From an optimization exercise on the open Yosys and OpenROAD flow, aimed at small area and a short achievable clock period; shortcuts taken in it are not production practice. No run shown here included a check of the RTL's function; only the layout flow was run. Power is estimated from default activity; no workload was simulated.

## flow/design.v (module list and top-level ports; edited modules follow where they fit)
// module fp_mul_pipe: 1845 lines
module fp_mul_pipe (
  input  logic        clk,
  input  logic        rst_n,
  input  logic        in_valid,
  input  logic [3:0]  r_mode,
  input  logic [31:0] fp_X,
  input  logic [31:0] fp_Y,
  output logic        out_valid,
  output logic [31:0] fp_Z,
  output logic        ovrf,
  output logic        udrf
);
  // ...
==> flow/run.sh <==
#!/bin/bash
# synth_recipe.tcl (not shown) runs the flow's synth.tcl, then flattens the netlist and writes it again
# the make line also repeats each setting of config.mk as NAME=value (left out here)
make -C /OpenROAD-flow-scripts/flow DESIGN_CONFIG=/design/flow/config.mk WORK_HOME=/design/flow/orfs CLKGATE_MAP_FILE= SYNTH_SCRIPT=/design/flow/synth_recipe.tcl finish
==> flow/config.mk <==
export PLATFORM = sky130hd
export DESIGN_NAME = fp_mul_pipe
export DESIGN_NICKNAME = fp_mul_pipe
export VERILOG_FILES = /design/flow/design.v
export SDC_FILE = /design/flow/constraint.sdc
export NUM_CORES = 4
export LEC_CHECK = 0
export CAP_MARGIN = 20
export CORE_MARGIN = 2
export CORE_UTILIZATION = 40
export CTS_BUF_LIST = sky130_fd_sc_hd__clkbuf_8
export CTS_CLUSTER_SIZE = 30
export SETUP_SLACK_MARGIN = 5.0
export SLEW_MARGIN = 20
==> flow/constraint.sdc <==
create_clock -name core_clock -period 8.5 [get_ports {clk}]
set_input_delay 1.7000 -clock core_clock [delete_from_list [all_inputs] [get_ports {clk}]]
set_output_delay 1.7000 -clock core_clock [all_outputs]
set_load 0.01 [all_outputs]
==> key figures, run 1 <==
Cells and area
  – Max reg flops: 39
  – Most common cell after layout, fill and taps aside: inv_1
  – Clock buf count: about 60
  – Number of diodes: 1
  – Most frequent cells in the layout: inv_1, dfxtp_1, fa_1
  – Fill cells: roughly 5200
  – Biggest regs: r1b_r (39), r1a_r (38), r1c_r (38)

Floorplan
  – Chip width: 240 um
  – Core Area: between 50000 and 60000 um^2

Outcome
  – Status: timing/DRC/antenna clean

STA
  – F_max: ~280 MHz
  – Slew Limit Headroom: between 40% and 50%

Routing
  – Met2 WL: 29200 um
  – Highest metal used: met4
  – First DRT Iteration DRCs: approximately 1400
  – First-pass DRT Iterations: 6
  – Final ANT Viol Nets: 0

Synthesis
  – #FFs+latches synth: between 200 and 300
  – Largest family of logic cells by synthesized area: adder cells
  – Post-synthesis compound-gate area fraction: 15.1%
  – Seq/Total Area, Yosys: 26.9%
  – Main synth FF type: dfxtp_1
  – Simple-Gate Fraction of Synth Area: 6.40%

Power
  – Comb power frac: 67.5%
  – Sw power: 4.89 mW
  – Net Sw Frac: 44.1%
  – Cell Int Power: 6.18 mW

Worst setup path
  – Crit. End Element: flop
  – CP top delay family: compound AO/OA/AOI/OAI gates
  – Worst path arrival time: 4.10 ns

Global route
  – Grt total ovfl: 0
  – Tot GR Track Use: between 20% and 30%
  – GR peak layer: met2

Placement
  – GPL Wtd Cong: 0.850
  – Post-DP HPWL: 44200 um
==> run 2: changes to the inputs <==
--- a/flow/design.v
+++ b/flow/design.v
@@ -1649,45 +1649,62 @@
     st   = h2_d ? st1_1_q : st0_1_q;
     case (rt1_q)
       RT_TRN:  inc2_d = 1'b0;
       RT_UPX:  inc2_d = g | st;
       RT_RMM:  inc2_d = g;
       default: inc2_d = g & (st | m2_d[0]);
     endcase
   end
-  logic        s2_q, h2_q, inc2_q, trn2_q;
+  logic        s2_q;
   logic [1:0]  cl2_q;
   logic [9:0]  e2_q;
-  logic [23:0] m2_q;
+  logic [25:0] p2_q;
+  logic        st0_2_q, st1_2_q;
+  logic [1:0]  rt2_q;
+  logic        h3, g3, st3, inc3, trn3;
+  logic [23:0] m3;
+  always_comb begin
+    h3   = p2_q[25];
+    m3   = h3 ? p2_q[25:2] : p2_q[24:1];
+    g3   = h3 ? p2_q[1] : p2_q[0];
+    st3  = h3 ? st1_2_q : st0_2_q;
+    trn3 = (rt2_q == RT_TRN);
+    case (rt2_q)
+      RT_TRN:  inc3 = 1'b0;
+      RT_UPX:  inc3 = g3 | st3;
+      RT_RMM:  inc3 = g3;
+      default: inc3 = g3 & (st3 | m3[0]);
+    endcase
+  end
   logic [24:0] mant_r;
   logic        c, t;
   logic [9:0]  ep1;
   logic [7:0]  ef;
   logic        ovf, udf;
   logic [31:0] z_d;
   logic        ovrf_d, udrf_d;
   always_comb begin
-    mant_r = {1'b0, m2_q} + {24'd0, inc2_q};
+    mant_r = {1'b0, m3} + {24'd0, inc3};
     c      = mant_r[24];
-    t      = h2_q | c;
+    t      = h3 | c;
     ep1    = e2_q + 10'd1;
     ef     = t ? ep1[7:0] : e2_q[7:0];
     ovf    = t ? ($signed(e2_q) >= 10'sd254) : ($signed(e2_q) >= 10'sd255);
     udf    = t ? ($signed(e2_q) <= -10'sd1) : ($signed(e2_q) <= 10'sd0);
     ovrf_d = 1'b0;
     udrf_d = 1'b0;
     case (cl2_q)
       CL_NAN: z_d = 32'h7FC0_0000;
       CL_INF: z_d = {s2_q, 8'hFF, 23'd0};
       CL_ZER: z_d = {s2_q, 31'd0};
       default: begin
         ovrf_d = ovf;
         udrf_d = udf;
-        if (ovf)      z_d = {s2_q, trn2_q ? 31'h7F7F_FFFF : 31'h7F80_0000};
+        if (ovf)      z_d = {s2_q, trn3 ? 31'h7F7F_FFFF : 31'h7F80_0000};
         else if (udf) z_d = {s2_q, 31'd0};
         else          z_d = {s2_q, ef, mant_r[22:0]};
       end
     endcase
   end
   logic [31:0] z_q;
   logic        ovrf_q, udrf_q;
   always_ff @(posedge clk or negedge rst_n) begin
@@ -1824,21 +1841,21 @@
     r1c_r[33] <= fs729;
     r1c_r[34] <= fs732;
     r1c_r[35] <= fc733;
     r1c_r[36] <= fs738;
     r1c_r[37] <= fc739;
     cin1_r[0] <= lowsum[9];
     s2_q     <= s1_q;
     cl2_q    <= cl1_q;
-    trn2_q   <= (rt1_q == RT_TRN);
     e2_q     <= e1_q;
-    h2_q     <= h2_d;
-    m2_q     <= m2_d;
-    inc2_q   <= inc2_d;
+    p2_q     <= prod[47:22];
+    st0_2_q  <= st0_1_q;
+    st1_2_q  <= st1_1_q;
+    rt2_q    <= rt1_q;
     z_q      <= z_d;
     ovrf_q   <= ovrf_d;
     udrf_q   <= udrf_d;
   end
   assign out_valid = vld_q[3];
   assign fp_Z      = z_q;
   assign ovrf      = ovrf_q;
   assign udrf      = udrf_q;
==> run 2 against run 1 <==
Sequential power increased by 7%; global-route usage decreased by 1.0 points; first-iteration DRC count decreased by 6.2%; largest power group unchanged; clock skew increased by 0.0077 ns; hold slack got worse by 0.013 ns; highest routed layer unchanged; largest cell class unchanged; area after synthesis increased by 0.98%; worst setup slack improved by 0.18 ns; register-to-register slack improved by 0.18 ns; routed wire length decreased by 2.8%; sequential cell count increased by 3.
==> key figures, run 2 <==
STA
  – Pins Over Slew Limit: 0
  – RSZ-0062 raised after global routing: no
  – Post-route minimum period: 3.39 ns
  – Skew final: about 0.037 ns
  – Tcrit/Tclk final: 39.8%
  – Worst-margin pin slew: 1.10 ns
  – # setup viols final: 0
  – F_max: 295 MHz (+5.4%)
  – Fin. Hold Viols: 0
  – Sum of negative setup slack: 0 ns
  – Slew Limit Headroom: 26.3% (-15 points)

Global route
  – Vias in the first global route: roughly 18000
  – M2 GR Usage: between 30% and 40%
  – GR peak layer: met2
  – Initial antenna violation count: 1
  – Global-route met1 utilization: 27.0%
  – Tot GR Track Use: 21.9% (-1.0 points)
  – Pin count of the biggest net entering global routing: 62
  – Grt total ovfl: 0 (unchanged)
  – First-pass GRT wire length: 98900 um
  – GRT met3 Usage: 5.27%

Cells and area
  – Final nets: 2774
  – Most flops, register: r1b_r
  – Biggest regs: r1b_r (39), r1a_r (38), r1c_r (38)
  – Fill cells: 5259 (+2.0%)
  – Most frequent cells in the layout: inv_1, dfxtp_1, fa_1
  – Finished Layout Cells: 3129
  – Synth-to-Final Area Change: 14.8%
  – Share of layout cells above drive strength 1: 9.33%
  – Max reg flops: 39 (unchanged)
  – Most common cell after layout, fill and taps aside: inv_1

Synthesis
  – Syn nets: about 2700
  – Fraction of synthesized cell area in xor and xnor cells: 12.8%
  – Top cells by count, synth: inv_1, dfxtp_1, fa_1
  – Synth Area in Adders: 29.1%
  – Mux contribution to synthesized area: less than 1%
  – Synth area leaders: dfxtp_1, fa_1, xnor2_1
  – Number of flops mapped to enable cells by yosys: 0
  – Synth top area share: a little over a quarter
  – Simple-Gate Fraction of Synth Area: 6.21% (-0.19 points)
  – Count leader, synth: inv_1
  – #FFs+latches synth: 301 (+1.0%)
  – Async S/R FF share, synth: around 1.3%
  – Main synth FF type: dfxtp_1
  – Post-synthesis compound-gate area fraction: 15.9% (+0.81 points)
  – Cell Area, Synth: 22500 um^2
  – Largest family of logic cells by synthesized area: adder cells
  – Biggest area consumer among synthesized cells: dfxtp_1
  – Seq/Total Area, Yosys: 26.9% (about the same)
  – Ys Warns: 3
  – Mean Syn Cell Area: approximately 9.9 um^2
  – Cell variety after synth: 70
  – Cell count after synthesis: ~2300

Routing
  – Drt wl/cell: 20.1 um
  – Via count: 17016
  – Drt drc: 0
  – Final ANT Viol Nets: 0 (unchanged)
  – First DRT Iteration DRCs: 1302 (-6.2%)
  – First-pass DRT Iterations: 6 (unchanged)
  – Via/cell ratio: 5.44
  – Post-Route WL: 63000 um

Worst setup path
  – Setup CP Type: reg2reg
  – FF-to-FF Start: b_neg0_q[2]
  – Crit. End Element: flop
  – Reg2reg setup slack: 5.11 ns
  – Critical Path RT: 9.02 ns
  – CP max FO: 19
  – Critical path startpoint: b_neg0_q[2]
  – Worst Setup EP: r1c_r[18]
  – Critical R2R Capture: r1c_r[18]
  – Worst r2r path cells: 7
  – Startpoint Class: flop
  – Worst path arrival time: 3.91 ns (-0.19 ns)

Clock network
  – Reg clk slew, reported paths: around 0.06 ns
  – Worst-Skew Late Latency: between 0.6 and 0.7 ns
  – TritonCTS clock tree: done
  – Root buf cell: clkbuf_8
  – CTS buffer count: 52
  – Clk buf depth: 3
  – CTS HTree Levels: 2
  – Total clock sinks: between 300 and 400

Floorplan
  – Chip width: 241 um (+0.48%)
  – Num rows: between 80 and 90
  – Full die area: 58100 um^2
  – Die Ht: 241 um
  – Core Area: 55300 um^2 (+0.39%)
  – Initial Util: 40.6%
  – I/O pin total: 106

Outcome
  – Status: timing/DRC/antenna clean

Power
  – Maximum VDD drop: 0.186 mV
  – Lkg Pwr: 11.0 nW
  – Pwr/cell area: roughly 370 nW/um^2
  – Power Total: roughly 9.5 mW

Placement
  – Dpl cells: 3013
  – GPL Wtd Cong: 0.894 (+5.1%)
  – Post-DP HPWL: 42500 um (-3.7%)
  – IO Port Bufs: 105

Flow run
  – Max cap viols: 0

Min path
  – Worst Hold Class: reg2reg
run 2: stage by stage:
stage	area [um^2]	setup slack (ns)	hold WS [ns]	util (%)
finish	25800	5.11	0.311	46.6
global route	25800	4.99	0.331	46.6
detailed placement	24200	4.20	0.315	43.7
floorplan	22500	5.06	0.310	-
CTS	25600	4.95	0.323	46.2
global placement	24100	4.33	0.311	43.6
run 2: worst min path at each step:
stage | start | to | slack, ns | cells after the start
global placement | rt0_q[0] | rt1_q[0] | 0.31 | 0
global route | e1_q[0] | e2_q[0] | 0.33 | 0
floorplan | cl1_q[0] | cl2_q[0] | 0.31 | 0
finish | cl1_q[0] | cl2_q[0] | 0.31 | 0
CTS | cl1_q[0] | cl2_q[0] | 0.32 | 0
detailed placement | e1_q[2] | e2_q[2] | 0.31 | 0
run 2: what timing repair did:
action | in CTS | in global routing
hold buffers | 0 | 0
setup endpoints to repair | 63 | 62
resized for setup | 28 | 20
setup buffers | 1 | 10
pin swaps | 2 | 6
endpoints found under the hold margin | 0 | 0
gates cloned | 3 | 3
run 2: area by class of cell:
| class | count | area, um^2 | area share [%] |
|---|---|---|---|
| timing repair buffer | 157 | 1540 | 5.97 |
| inverter | 334 | 1260 | 4.90 |
| clock buffer | 61 | 840 | 3.26 |
| sequential | 301 | 6080 | 23.6 |
| multi-input combinational | 1490 | 14700 | 57.0 |
| antenna | 1 | 2.50 | 0.00970 |
| tap | 748 | 936 | 3.63 |
| clock inverter | 37 | 425 | 1.65 |
run 2: cell families (layout without fill, tap and decap cells):
kind of cell,after synthesis,in the layout
compound gates,498,499
buf+inv,489,589
fa+ha+maj,367,367
xor+xnor,328,328
flops,301,301
simple gates,278,280
mux,16,16
other cells,0,1
run 2: layer usage:
metal / wire, um / vias to the layer above
met5: 0 / -
met4: 2750 / 0
met3: 5950 / 203
met2: 29000 / 842
met1: 25300 / 8324
li1: - / 7647
run 2: critical path, cell delays in order (launching register included):
cell and delay [ns]:
dfxtp_2 0.57, inv_2 0.38, xnor2_1 0.36, fa_1 0.46, fa_1 0.56, inv_1 0.06, fa_1 0.40, fa_1 0.47
run 2: report_power, final:
part / total, mW / switching (mW) / internal (mW)
combinational: 5.56 / 3.07 / 2.49
sequential: 2.34 / 0.357 / 1.98
clock: 1.57 / 0.631 / 0.938
==> run 3: changes to the inputs <==
--- a/flow/config.mk
+++ b/flow/config.mk
@@ -10,5 +10,5 @@
 export CORE_UTILIZATION = 40
 export CTS_BUF_LIST = sky130_fd_sc_hd__clkbuf_8
 export CTS_CLUSTER_SIZE = 30
-export SETUP_SLACK_MARGIN = 5.0
+export SETUP_SLACK_MARGIN = 4.8
 export SLEW_MARGIN = 20
==> run 3 against run 2 <==
Global-route usage shrank 0.35 points; via count down 0.56%; synthesized cell count unchanged; clock power down 8%; hold slack got worse by 0.0025 ns; cell count decreased by 0.61%; utilization fell by 0.62 points; still clean on timing, DRC and antenna; critical path type unchanged; final area down 1.3%; clock skew increased by 0.0068 ns; routed wire length shrank 1.5%; worst setup slack worse by 0.28 ns.
==> key figures, run 3 <==
Floorplan
  – Num rows: 86 (unchanged)
  – Chip width: 241 um (unchanged)
  – Initial Util: 40.6% (unchanged)
  – Core Area: 55300 um^2 (unchanged)
  – I/O pin total: 106 (unchanged)
  – Die Ht: 241 um (unchanged)
  – Full die area: 58100 um^2 (unchanged)

Cells and area
  – Biggest regs: r1b_r (39), r1a_r (38), r1c_r (38)
  – Max reg flops: 39 (unchanged)
  – Most frequent cells in the layout: inv_1, dfxtp_1, fa_1
  – Area of the multi-input gates: 14600 um^2 (-0.63%)
  – Fill cells: 5296 (+0.70%)
  – Final nets: 2763 (-0.40%)
  – Most common cell after layout, fill and taps aside: inv_1
  – Synth-to-Final Area Change: 13.3%
  – Share of layout cells above drive strength 1: 8.21% (-1.1 points)
  – FF/Latch Area: 6070 um^2 (about the same)
  – Number of diodes: 0 (-1)
  – Most flops, register: r1b_r

Power
  – Pwr/cell area: 362 nW/um^2 (-1.5%)
  – Cell Int Power: 5.24 mW (-3.1%)
  – Sw power: 3.96 mW (-2.4%)
  – Maximum VDD drop: 0.172 mV (-7.4%)
  – Lkg Pwr: 10.8 nW (-1.4%)
  – Sequential Power Share: 25.3% (+0.6 points)
  – Clk pwr share: 15.6% (-1.0 points)
  – Power Total: 9.20 mW (-2.8%)
  – Comb power frac: 59.0% (+0.3 points)
  – Net Sw Frac: 43.0% (+0.18 points)

STA
  – Fin. Hold Viols: 0 (unchanged)
  – Pins Over Slew Limit: 0 (unchanged)
  – # setup viols final: 0 (unchanged)
  – RSZ-0062 raised after global routing: no
  – F_max: 273 MHz (-7.5%)
  – Worst-margin pin slew: 1.22 ns (+0.121 ns)
  – Tcrit/Tclk final: 43.1% (+3.2 points)
  – Skew final: 0.0443 ns (+0.00684 ns)
  – Post-route minimum period: 3.66 ns (+0.276 ns)
  – Sum of negative setup slack: 0 ns (unchanged)
  – Slew Limit Headroom: 18.3% (-8.0 points)

Worst setup path
  – Worst path arrival time: 4.17 ns (+0.26 ns)
  – Startpoint Class: flop
  – Critical Path RT: 9.01 ns (about the same)
  – Most numerous cell on the critical path: fa_1
  – CP max FO: 24 (+5)
  – CP max-delay cell: dfxtp_1
  – Critical path startpoint: b_one0_q[8]
  – FF-to-FF Start: b_one0_q[8]
  – Worst path buffer plus inverter count: 1 (-1)
  – Worst-path cell chain: a22oi_1 > xor2_1 > fa_1 > fa_1 > inv_1 > fa_1 > fa_1
  – CP top delay family: adder cells
  – CP peak stage delay: 1.13 ns (+0.56 ns)
  – Setup CP Type: reg2reg
  – Crit. End Element: flop

Synthesis
  – Ys Warns: 3 (unchanged)
  – Syn nets: 2715 (unchanged)
  – #FFs+latches synth: 301 (unchanged)
  – Number of flops mapped to enable cells by yosys: 0 (unchanged)
  – Synth top area share: 26.5% (unchanged)
  – Mean Syn Cell Area: 9.87 um^2 (unchanged)
  – Synth area leaders: dfxtp_1, fa_1, xnor2_1
  – Top cells by count, synth: inv_1, dfxtp_1, fa_1
  – Main synth FF type: dfxtp_1
  – Cell Area, Synth: 22500 um^2 (unchanged)
  – Seq/Total Area, Yosys: 26.9% (unchanged)
  – Cell variety after synth: 70 (unchanged)
  – Biggest area consumer among synthesized cells: dfxtp_1
  – Cell count after synthesis: 2277 (unchanged)
  – Count leader, synth: inv_1
  – Async S/R FF share, synth: 1.33% (unchanged)

Clock network
  – Root buf cell: clkbuf_8
  – CTS buffer count: 52 (unchanged)
  – CTS HTree Levels: 2 (unchanged)
  – Total clock sinks: 301 (unchanged)
  – Clk buf depth: 3 (unchanged)
  – TritonCTS clock tree: done
  – Reg clk slew, reported paths: 0.06 ns (about the same)
  – Hold_buf cts: 0 (unchanged)
  – Worst-Skew Late Latency: 0.66 ns (about the same)

Min path
  – Worst Hold Class: reg2reg
  – Hold wc startpoint: cl1_q[0]

Global route
  – Pin count of the biggest net entering global routing: 62 (unchanged)
  – Tot GR Track Use: 21.6% (-0.35 points)
  – Vias in the first global route: 17838 (-0.58%)
  – Initial antenna violation count: 1 (unchanged)
  – Grt total ovfl: 0 (unchanged)
  – First-pass GRT wire length: 97600 um (-1.3%)

Routing
  – Final ANT Viol Nets: 0 (unchanged)
  – Post-Route WL: 62100 um (-1.5%)
  – Via count: 16921 (-0.56%)
  – Via/cell ratio: 5.44 (about the same)
  – Drt wl/cell: 20.0 um (-0.94%)
  – First DRT Iteration DRCs: 1393 (+7.0%)
  – Drt drc: 0 (unchanged)
  – First-pass DRT Iterations: 7 (+1)

Placement
  – GPL Wtd Cong: 0.897 (+0.38%)
  – Post-DP HPWL: 42300 um (-0.58%)
  – IO Port Bufs: 105 (unchanged)

Outcome
  – Status: timing/DRC/antenna clean

Flow run
  – Max cap viols: 0 (unchanged)
## run 3: cell count changes in the layout (fill, tap and decap cells not counted), moves of 2 or more
cell and delta:
buf_4 -8, bufinv_16 -4, dfxtp_1 +4, dfxtp_2 -4, inv_1 -3, a221oi_1 +2, a221oi_2 -2, clkbuf_16 -2
clkbuf_8 +2
## run 3: cells by family after synthesis
group / synth area share [%]
mux: 0.724
xor+xnor: 12.8
fa+ha+maj: 29.1
simple gates: 6.21
buf+inv: 8.31
compound gates: 15.9
flops: 26.9
## run 3: routing by layer
layer,global-route usage (%),up-vias,part of all wire (%)
li1,-,7613,-
met1,26.7,8239,41
met2,35.3,859,46
met3,5.96,210,9.4
met4,9.52,0,4.0
met5,0,-,0
## run 3: final timing paths
check | end | slack, ns | cells past startpoint
min in group asynchronous | vld_q[1] | 1.26 | 1
setup reg to reg | r1c_r[15] | 4.84 | 7
hold / removal | cl2_q[0] | 0.31 | 0
hold reg to reg | cl2_q[0] | 0.31 | 0
setup / recovery | r1c_r[15] | 4.84 | 7
max in group asynchronous | vld_q[2] | 7.08 | 1
## run 3: final cells by class
| type | count | area share (%) |
|---|---|---|
| tap | 748 | 3.68 |
| clock buffer | 63 | 3.41 |
| multi-input combinational | 1489 | 57.4 |
| clock inverter | 28 | 1.12 |
| inverter | 334 | 4.94 |
| timing repair buffer | 147 | 5.57 |
| sequential | 301 | 23.9 |
## run 3: power by group through the flow
stage               Combinational [mW]  Clock (mW)  Sequential (mW)
detailed placement                5.41           0             2.35
global placement                  5.30           0             2.34
finish                            5.43        1.44             2.33
global route                      6.24        1.56             2.38
floorplan                         3.92           0             2.24
CTS                               5.45        1.50             2.33
## run 3: through the flow
stage | instance area [um^2] | hold WS, ns | utilization [%] | worst slack (ns) | std cells
2_1_floorplan | 22500 | 0.310 | - | 4.81 | 2277
3_3_place_gp | 24100 | 0.312 | 43.6 | 4.23 | 3012
3_5_place_dp | 24100 | 0.312 | 43.6 | 4.03 | 3012
4_1_cts | 25300 | 0.316 | 45.8 | 4.81 | 3106
5_1_grt | 25400 | 0.338 | 46.0 | 4.80 | 3110
6_report | 25400 | 0.308 | 46.0 | 4.84 | 3110
## run 3: what timing repair did
| action | 4_1_cts | 5_1_grt |
|---|---|---|
| cloned | 2 | 1 |
| pin swaps | 2 | 1 |
| buffers inserted | 1 | 3 |
| gates resized for setup | 8 | 12 |
| setup endpoints to repair | 36 | 53 |
| endpoints found under the hold margin | 0 | 0 |
==> run 4: changes to the inputs <==
--- a/flow/config.mk
+++ b/flow/config.mk
@@ -9,6 +9,7 @@
 export CORE_MARGIN = 2
 export CORE_UTILIZATION = 40
 export CTS_BUF_LIST = sky130_fd_sc_hd__clkbuf_8
-export CTS_CLUSTER_SIZE = 30
-export SETUP_SLACK_MARGIN = 4.8
+export CTS_CLUSTER_DIAMETER = 60
+export CTS_CLUSTER_SIZE = 40
+export SETUP_SLACK_MARGIN = 5.0
 export SLEW_MARGIN = 20
==> run 4 against run 3 <==
Still clean on timing, DRC and antenna; via count decreased by 0.76%; non-clock buffer count is 11 higher; sequential power about the same; hold slack better by 0.025 ns; largest cell class unchanged; count of clock-buffer cells in the layout fell by 34; sequential cell count is the same.
==> key figures, run 4 <==
Clock network
  – Root buf cell: clkbuf_8
  – Reg clk slew, reported paths: 0.11 ns (+0.05 ns)
  – Hold_buf cts: 0 (unchanged)
  – Clk buf depth: 3 (unchanged)
  – TritonCTS clock tree: done
  – Worst-Skew Late Latency: 0.69 ns (+0.03 ns)
  – Total clock sinks: 301 (unchanged)
  – CTS buffer count: 29 (-44%)
  – CTS HTree Levels: 1 (-1)

Cells and area
  – Most flops, register: r1b_r
  – Max reg flops: 39 (unchanged)
  – Synth-to-Final Area Change: 12.7%
  – Biggest regs: r1b_r (39), r1a_r (38), r1c_r (38)
  – Share of layout cells above drive strength 1: 8.30% (+0.084 points)
  – Most frequent cells in the layout: inv_1, dfxtp_1, fa_1
  – Most common cell after layout, fill and taps aside: inv_1
  – Final nets: 2753 (-0.36%)

Routing
  – Post-Route WL: 62300 um (+0.33%)
  – Via count: 16793 (-0.76%)
  – First DRT Iteration DRCs: 1364 (-2.1%)
  – Drt drc: 0 (unchanged)
  – Drt wl/cell: 20.2 um (+1.1%)
  – First-pass DRT Iterations: 5 (-2)
  – Final ANT Viol Nets: 0 (unchanged)
  – Via/cell ratio: 5.44 (about the same)

STA
  – Sum of negative setup slack: 0 ns (unchanged)
  – Post-route minimum period: 3.41 ns (-0.249 ns)
  – F_max: 293 MHz (+7.3%)
  – Pins Over Slew Limit: 0 (unchanged)
  – Hold_ws: 0.333 ns (+0.0247 ns)
  – # setup viols final: 0 (unchanged)
  – Skew final: 0.0587 ns (+0.0145 ns)
  – Fin. Hold Viols: 0 (unchanged)
  – Worst-margin pin slew: 1.13 ns (-0.0924 ns)
  – RSZ-0062 raised after global routing: no
  – Slew Limit Headroom: 24.4% (+6.2 points)
  – Tcrit/Tclk final: 40.2% (-2.9 points)

Floorplan
  – Core Area: 55300 um^2 (unchanged)
  – Die Ht: 241 um (unchanged)
  – Initial Util: 40.6% (unchanged)
  – Chip width: 241 um (unchanged)
  – I/O pin total: 106 (unchanged)
  – Full die area: 58100 um^2 (unchanged)
  – Num rows: 86 (unchanged)

Synthesis
  – Ys Warns: 3 (unchanged)
  – Cell count after synthesis: 2277 (unchanged)
  – #FFs+latches synth: 301 (unchanged)
  – Number of flops mapped to enable cells by yosys: 0 (unchanged)
  – Top cells by count, synth: inv_1, dfxtp_1, fa_1
  – Cell variety after synth: 70 (unchanged)
  – Async S/R FF share, synth: 1.33% (unchanged)
  – Mean Syn Cell Area: 9.87 um^2 (unchanged)
  – Seq/Total Area, Yosys: 26.9% (unchanged)
  – Syn nets: 2715 (unchanged)
  – Synth area leaders: dfxtp_1, fa_1, xnor2_1
  – Synth top area share: 26.5% (unchanged)
  – Main synth FF type: dfxtp_1
  – Cell Area, Synth: 22500 um^2 (unchanged)
  – Count leader, synth: inv_1
  – Biggest area consumer among synthesized cells: dfxtp_1

Placement
  – Post-DP HPWL: 42500 um (+0.58%)
  – GPL Wtd Cong: 0.894 (-0.38%)
  – IO Port Bufs: 105 (unchanged)

Power
  – Maximum VDD drop: 0.173 mV (+0.57%)
  – Clk pwr share: 11.4% (-4.2 points)
  – Sequential Power Share: 25.8% (+0.5 points)
  – Comb power frac: 62.8% (+3.8 points)
  – Lkg Pwr: 10.7 nW (-1.3%)
  – Cell Int Power: 4.95 mW (-5.6%)
  – Pwr/cell area: 357 nW/um^2 (-1.4%)
  – Power Total: 9.03 mW (-1.9%)
  – Net Sw Frac: 45.2% (+2.2 points)
  – Sw power: 4.08 mW (+3.0%)

Worst setup path
  – Crit. End Element: flop
  – Startpoint Class: flop
  – CP max FO: 25 (+4.2%)
  – Worst path arrival time: 3.95 ns (-0.22 ns)
  – Reg2reg setup slack: 5.09 ns (+0.25 ns)
  – Critical Path RT: 9.04 ns (+0.03 ns)
  – Setup CP Type: reg2reg

Global route
  – Grt total ovfl: 0 (unchanged)
  – Initial antenna violation count: 1 (unchanged)
  – Tot GR Track Use: 21.6% (-0.034 points)
  – Pin count of the biggest net entering global routing: 32 (-48%)
  – First-pass GRT wire length: 97800 um (+0.23%)
  – Vias in the first global route: 17672 (-0.93%)

Flow run
  – Max cap viols: 0 (unchanged)

Outcome
  – Status: timing/DRC/antenna clean

Min path
  – Worst Hold Class: reg2reg
==> run 4: cell counts after synthesis <==
Identical to the previous run, type by type.
==> run 4: cell type report <==
cell class | count | area [um^2]
Clock inverter | 25 | 320
Timing Repair Buffer | 158 | 1550
Multi-Input combinational cell | 1491 | 14800
Tap cell | 748 | 936
Fill cell | 5301 | 30000
Antenna cell | 1 | 2.50
Clock buffer | 29 | 399
Inverter | 334 | 1260
Sequential cell | 301 | 6080
==> run 4: path summary, 6_finish.rpt <==
kind	from	endpoint	cells after the start
min in group asynchronous	rst_n	vld_q[3]	1
setup / recovery	fx0_q[17]	r1c_r[16]	7
hold / removal	e1_q[2]	e2_q[2]	0
max in group asynchronous	rst_n	vld_q[0]	1
hold reg to reg	e1_q[2]	e2_q[2]	0
setup reg to reg	fx0_q[17]	r1c_r[16]	7
==> run 4: cells by family (layout without fill, tap and decap cells) <==
| family | Yosys count | count (layout) | share of synthesized area (%) |
|---|---|---|---|
| multiplexers | 16 | 16 | 0.724 |
| AND/OR/NAND/NOR | 278 | 281 | 6.21 |
| AO/OA/AOI/OAI | 498 | 499 | 15.9 |
| flip-flops | 301 | 301 | 26.9 |
| adder cells (fa/ha/maj) | 367 | 367 | 29.1 |
| XOR/XNOR | 328 | 328 | 12.8 |
| buffers and inverters | 489 | 546 | 8.31 |
| other | 0 | 1 | 0 |
==> run 4: what timing repair did <==
item                       in CTS  in global routing
setup buffers                   1                 11
hold endpoints to repair        0                  0
cloned                          5                  2
setup endpoints to repair      67                 53
gates resized for setup        37                 20
pin swaps                       2                  7
==> run 4: per-stage QoR <==
stage	cells	setup slack, ns	utilization, %	area [um^2]
2_1_floorplan	2277	5.06	-	22500
3_3_place_gp	3012	4.33	43.6	24100
3_5_place_dp	3013	4.20	43.7	24200
4_1_cts	3073	5.02	45.4	25100
5_1_grt	3086	5.00	45.8	25300
6_report	3087	5.09	45.8	25300
==> run 4: power by group through the flow <==
stage          combinational [mW]  sequential [mW]  clock, mW
2_1_floorplan                3.93             2.24          0
3_3_place_gp                 5.28             2.34          0
3_5_place_dp                 5.39             2.36          0
4_1_cts                      5.52             2.33       1.08
5_1_grt                      6.48             2.39       1.13
6_report                     5.66             2.33       1.03
==> run 4: per-layer routing <==
layer  wire length (um)  up-vias  GRT usage (%)
met2              28800      806           36.0
met5                  0        -              0
met3               5510      173           4.95
met4               2410        0           8.94
li1                   -     7594              -
met1              25500     8220           26.9
==> run 4: worst max-delay path: stages, from the launching register on <==
cell and delay [ns]:
dfxtp_2 0.81, a22oi_1 0.24, xnor2_1 0.26, fa_1 0.51, fa_1 0.56, inv_1 0.05, fa_1 0.38, fa_1 0.45
==> run 5: changes to the inputs <==
==> flow/flow/run.sh (new file) <==
#!/bin/bash
set -euo pipefail
MARGIN=5.6
sed -E "s/SETUP_SLACK_MARGIN=[-0-9.]+/SETUP_SLACK_MARGIN=${MARGIN}/" standard.sh > standard_margin.sh
grep -q "SETUP_SLACK_MARGIN=${MARGIN}" standard_margin.sh
bash standard_margin.sh > standard.log 2>&1
==> flow/standard.sh (new file) <==
#!/bin/bash
# synth_recipe.tcl (not shown) runs the flow's synth.tcl, then flattens the netlist and writes it again
# the make line also repeats each setting of config.mk as NAME=value (left out here)
make -C /OpenROAD-flow-scripts/flow DESIGN_CONFIG=/design/flow/config.mk WORK_HOME=/design/flow/orfs CLKGATE_MAP_FILE= SYNTH_SCRIPT=/design/flow/synth_recipe.tcl "${@:-finish}"
--- a/flow/config.mk
+++ b/flow/config.mk
@@ -9,7 +9,6 @@
 export CORE_MARGIN = 2
 export CORE_UTILIZATION = 40
 export CTS_BUF_LIST = sky130_fd_sc_hd__clkbuf_8
-export CTS_CLUSTER_DIAMETER = 60
-export CTS_CLUSTER_SIZE = 40
+export CTS_CLUSTER_SIZE = 30
 export SETUP_SLACK_MARGIN = 5.0
 export SLEW_MARGIN = 20
removed: flow/run.sh
==> run 5 against run 4 <==
Hold slack worse by 0.0089 ns; still clean; first-iteration DRC count is 48% higher; count of clock-buffer cells in the layout is 34 higher; synthesized cell count stayed put; largest power group unchanged.
==> key figures, run 5 <==
Worst setup path
  – CP max FO: 3 (-88%)
  – Critical Path RT: 9.04 ns (about the same)
  – Setup CP Type: reg2reg
  – Worst path arrival time: 3.67 ns (-0.28 ns)
  – Crit. End Element: flop
  – Startpoint Class: flop

Synthesis
  – Main synth FF type: dfxtp_1
  – Cell count after synthesis: 2277 (unchanged)
  – Mean Syn Cell Area: 9.87 um^2 (unchanged)
  – Top cells by count, synth: inv_1, dfxtp_1, fa_1
  – Number of flops mapped to enable cells by yosys: 0 (unchanged)
  – Synth top area share: 26.5% (unchanged)
  – Cell Area, Synth: 22500 um^2 (unchanged)
  – Ys Warns: 3 (unchanged)
  – Async S/R FF share, synth: 1.33% (unchanged)
  – Count leader, synth: inv_1
  – #FFs+latches synth: 301 (unchanged)
  – Cell variety after synth: 70 (unchanged)
  – Syn nets: 2715 (unchanged)
  – Synth area leaders: dfxtp_1, fa_1, xnor2_1
  – Biggest area consumer among synthesized cells: dfxtp_1
  – Seq/Total Area, Yosys: 26.9% (unchanged)

Cells and area
  – Fin area: 29400 um^2 (+16%)
  – Share of layout cells above drive strength 1: 26.7% (+18 points)
  – Final core utilization: 53.2% (+7.5 points)
  – Most flops, register: r1b_r
  – Max reg flops: 39 (unchanged)
  – Synth-to-Final Area Change: 31.1%
  – Most frequent cells in the layout: inv_1, dfxtp_1, fa_1
  – Fill cells: 4795 (-9.5%)
  – Final nets: 2915 (+5.9%)
  – Finished Layout Cells: 3265 (+5.8%)
  – Biggest regs: r1b_r (39), r1a_r (38), r1c_r (38)
  – Most common cell after layout, fill and taps aside: inv_1

STA
  – Fin. Hold Viols: 0 (unchanged)
  – Worst-margin pin slew: 1.00 ns (-0.128 ns)
  – RSZ-0062 raised after global routing: yes
  – Post-route minimum period: 3.13 ns (-0.283 ns)
  – F_max: 319 MHz (+9.0%)
  – # setup viols final: 0 (unchanged)
  – Pins Over Slew Limit: 0 (unchanged)
  – Skew final: 0.0277 ns (-0.0310 ns)
  – Slew Limit Headroom: 32.6% (+8.1 points)
  – Tcrit/Tclk final: 36.8% (-3.3 points)
  – Sum of negative setup slack: 0 ns (unchanged)

Routing
  – Post-Route WL: 78800 um (+27%)
  – Drt wl/cell: 24.1 um (+20%)
  – Final ANT Viol Nets: 0 (unchanged)
  – Drt drc: 0 (unchanged)
  – Via/cell ratio: 5.66 (+4.1%)
  – First DRT Iteration DRCs: 2016 (+48%)
  – First-pass DRT Iterations: 7 (+2)
  – Via count: 18492 (+10%)

Outcome
  – Status: timing/DRC/antenna clean

Power
  – Lkg Pwr: 12.6 nW (+18%)
  – Pwr/cell area: 368 nW/um^2 (+3.3%)
  – Power Total: 10.8 mW (+20%)
  – Maximum VDD drop: 0.312 mV (+80%)

Global route
  – Initial antenna violation count: 3 (+2)
  – Pin count of the biggest net entering global routing: 31 (-3.1%)
  – First-pass GRT wire length: 113000 um (+16%)
  – Grt total ovfl: 0 (unchanged)
  – Vias in the first global route: 19050 (+7.8%)
  – Tot GR Track Use: 25.9% (+4.3 points)

Clock network
  – Total clock sinks: 301 (unchanged)
  – Reg clk slew, reported paths: 0.05 ns (-0.06 ns)
  – Worst-Skew Late Latency: 0.66 ns (-0.03 ns)
  – Clk buf depth: 3 (unchanged)
  – TritonCTS clock tree: done
  – Root buf cell: clkbuf_8
  – CTS buffer count: 53 (+83%)
  – Hold_buf cts: 0 (unchanged)
  – CTS HTree Levels: 2 (+1)

Floorplan
  – Num rows: 86 (unchanged)
  – Initial Util: 40.6% (unchanged)
  – Die Ht: 241 um (unchanged)
  – Chip width: 241 um (unchanged)
  – I/O pin total: 106 (unchanged)
  – Full die area: 58100 um^2 (unchanged)
  – Core Area: 55300 um^2 (unchanged)

Flow run
  – Max cap viols: 0 (unchanged)

Placement
  – Post-DP HPWL: 44600 um (+5.0%)
  – Dpl cells: 3029 (+0.53%)
  – Placed Area: 24500 um^2 (+1.4%)
  – IO Port Bufs: 105 (unchanged)
  – GPL Wtd Cong: 0.873 (-2.3%)

Min path
  – Worst Hold Class: reg2reg
run 5: cell count changes in the layout (fill, tap and decap cells not counted), moves of 43 or more:
cell / previous run / this run
a22oi_1: 259 / 186
buf_12: 2 / 50
a22oi_2: 0 / 73
fa_2: 0 / 46
xnor2_1: 253 / 207
clkdlybuf4s50_1: 105 / 55
xnor2_2: 0 / 43
fa_1: 260 / 214
run 5: per-stage QoR:
stage                     hold WS, ns  worst slack (ns)
after detailed placement        0.312              4.49
after global placement          0.312              4.64
after floorplan                 0.310              5.29
final                           0.324              5.37
after global routing            0.327              5.26
after CTS                       0.326              5.39
run 5: final cells by class:
type                            instances  area (um^2)  share of cell area (%)
Clock inverter                         30          163                   0.552
Inverter                              334         1300                    4.40
Timing Repair Buffer                  296         3800                    12.9
Clock buffer                           63          867                    2.94
Antenna cell                            2         5.00                  0.0170
Sequential cell                       301         6190                    21.0
Multi-Input combinational cell       1491        16200                    55.0
Tap cell                              748          936                    3.18
run 5: logic make-up after synthesis:
family	synth area share (%)
AO/OA/AOI/OAI	15.9
XOR/XNOR	12.8
multiplexers	0.724
flip-flops	26.9
buffers and inverters	8.31
adder cells (fa/ha/maj)	29.1
AND/OR/NAND/NOR	6.21
run 5: routing by layer:
| layer | GRT usage [%] | wire length (um) | vias up |
|---|---|---|---|
| li1 | - | - | 7940 |
| met5 | 0.337 | 0 | - |
| met1 | 31.2 | 28800 | 8972 |
| met2 | 41.6 | 34800 | 1200 |
| met4 | 17.4 | 6510 | 0 |
| met3 | 5.54 | 8740 | 380 |
run 5: report_power, final:
group	leakage (nW)	total [mW]	switching, mW	internal [mW]
Clock	0.610	1.32	0.615	0.700
Combinational	9.42	7.23	3.83	3.40
Sequential	2.56	2.30	0.317	1.98
Total	12.6	10.8	4.76	6.08
run 5: worst paths after layout:
path | slack, ns | from | end | cells after the start
min in group asynchronous | 1.26 | rst_n | vld_q[0] | 1
setup reg to reg | 5.37 | r1b_r[6] | p2_q[6] | 13
hold reg to reg | 0.32 | e1_q[0] | e2_q[0] | 0
max in group asynchronous | 7.07 | rst_n | vld_q[3] | 1
setup / recovery | 5.37 | r1b_r[6] | p2_q[6] | 13
hold / removal | 0.32 | e1_q[0] | e2_q[0] | 0
run 5: what timing repair did:
item,CTS,global route
cloned,24,15
buffers inserted,55,47
resized for setup,478,221
endpoints found under the setup margin,166,95
pin swaps,97,125
run 5: critical path, stage by stage, from the launching register on:
cell	delay, ns
dfxtp_2	0.35
inv_1	0.06
fa_1	0.54
inv_1	0.08
ha_4	0.24
and4_4	0.18
a211o_1	0.32
a211o_4	0.37
a211oi_4	0.27
buf_4	0.17
o31ai_4	0.06
buf_4	0.16
buf_6	0.10
xor2_1	0.13

==> afterwards: timing with drivers on the ports <==
How much do the figures lean on ideal ports? The routed layouts below were timed once more, with nothing changed but the port constraints. Step 1 sets driving cells, clkbuf_16 on the clock port and buf_2 on the other inputs (assumed; they add their load-dependent delay and slew). Step 2 times the ports against the registers' clock, not the clock port: input delays grow and output delays shrink by t, the midpoint of the rising clock arrivals with the driver on. Three values: no drivers, after step 1, after step 2; two values: the first two.
run | shift t [ns] | slack for setup (ns) | worst slew at a driven data input, ns | pins driven straight from the clock port
run 1 | 0.677 | 4.931 / 4.931 / 4.643 | 0.05 | 1
run 2 | 0.703 | 5.113 / 5.113 / 4.635 | 0.05 | 1
run 3 | 0.692 | 4.837 / 4.837 / 4.587 | 0.05 | 1
run 4 | 0.717 | 5.086 / 5.086 / 4.665 | 0.05 | 1
run 5 | 0.701 | 5.369 / 5.369 / 4.864 | 0.06 | 1
After both steps every run listed still meets setup and hold. For run 5, which loses most, drivers alone change the setup slack by 0.000 ns; drivers and shift together by -0.505 ns.
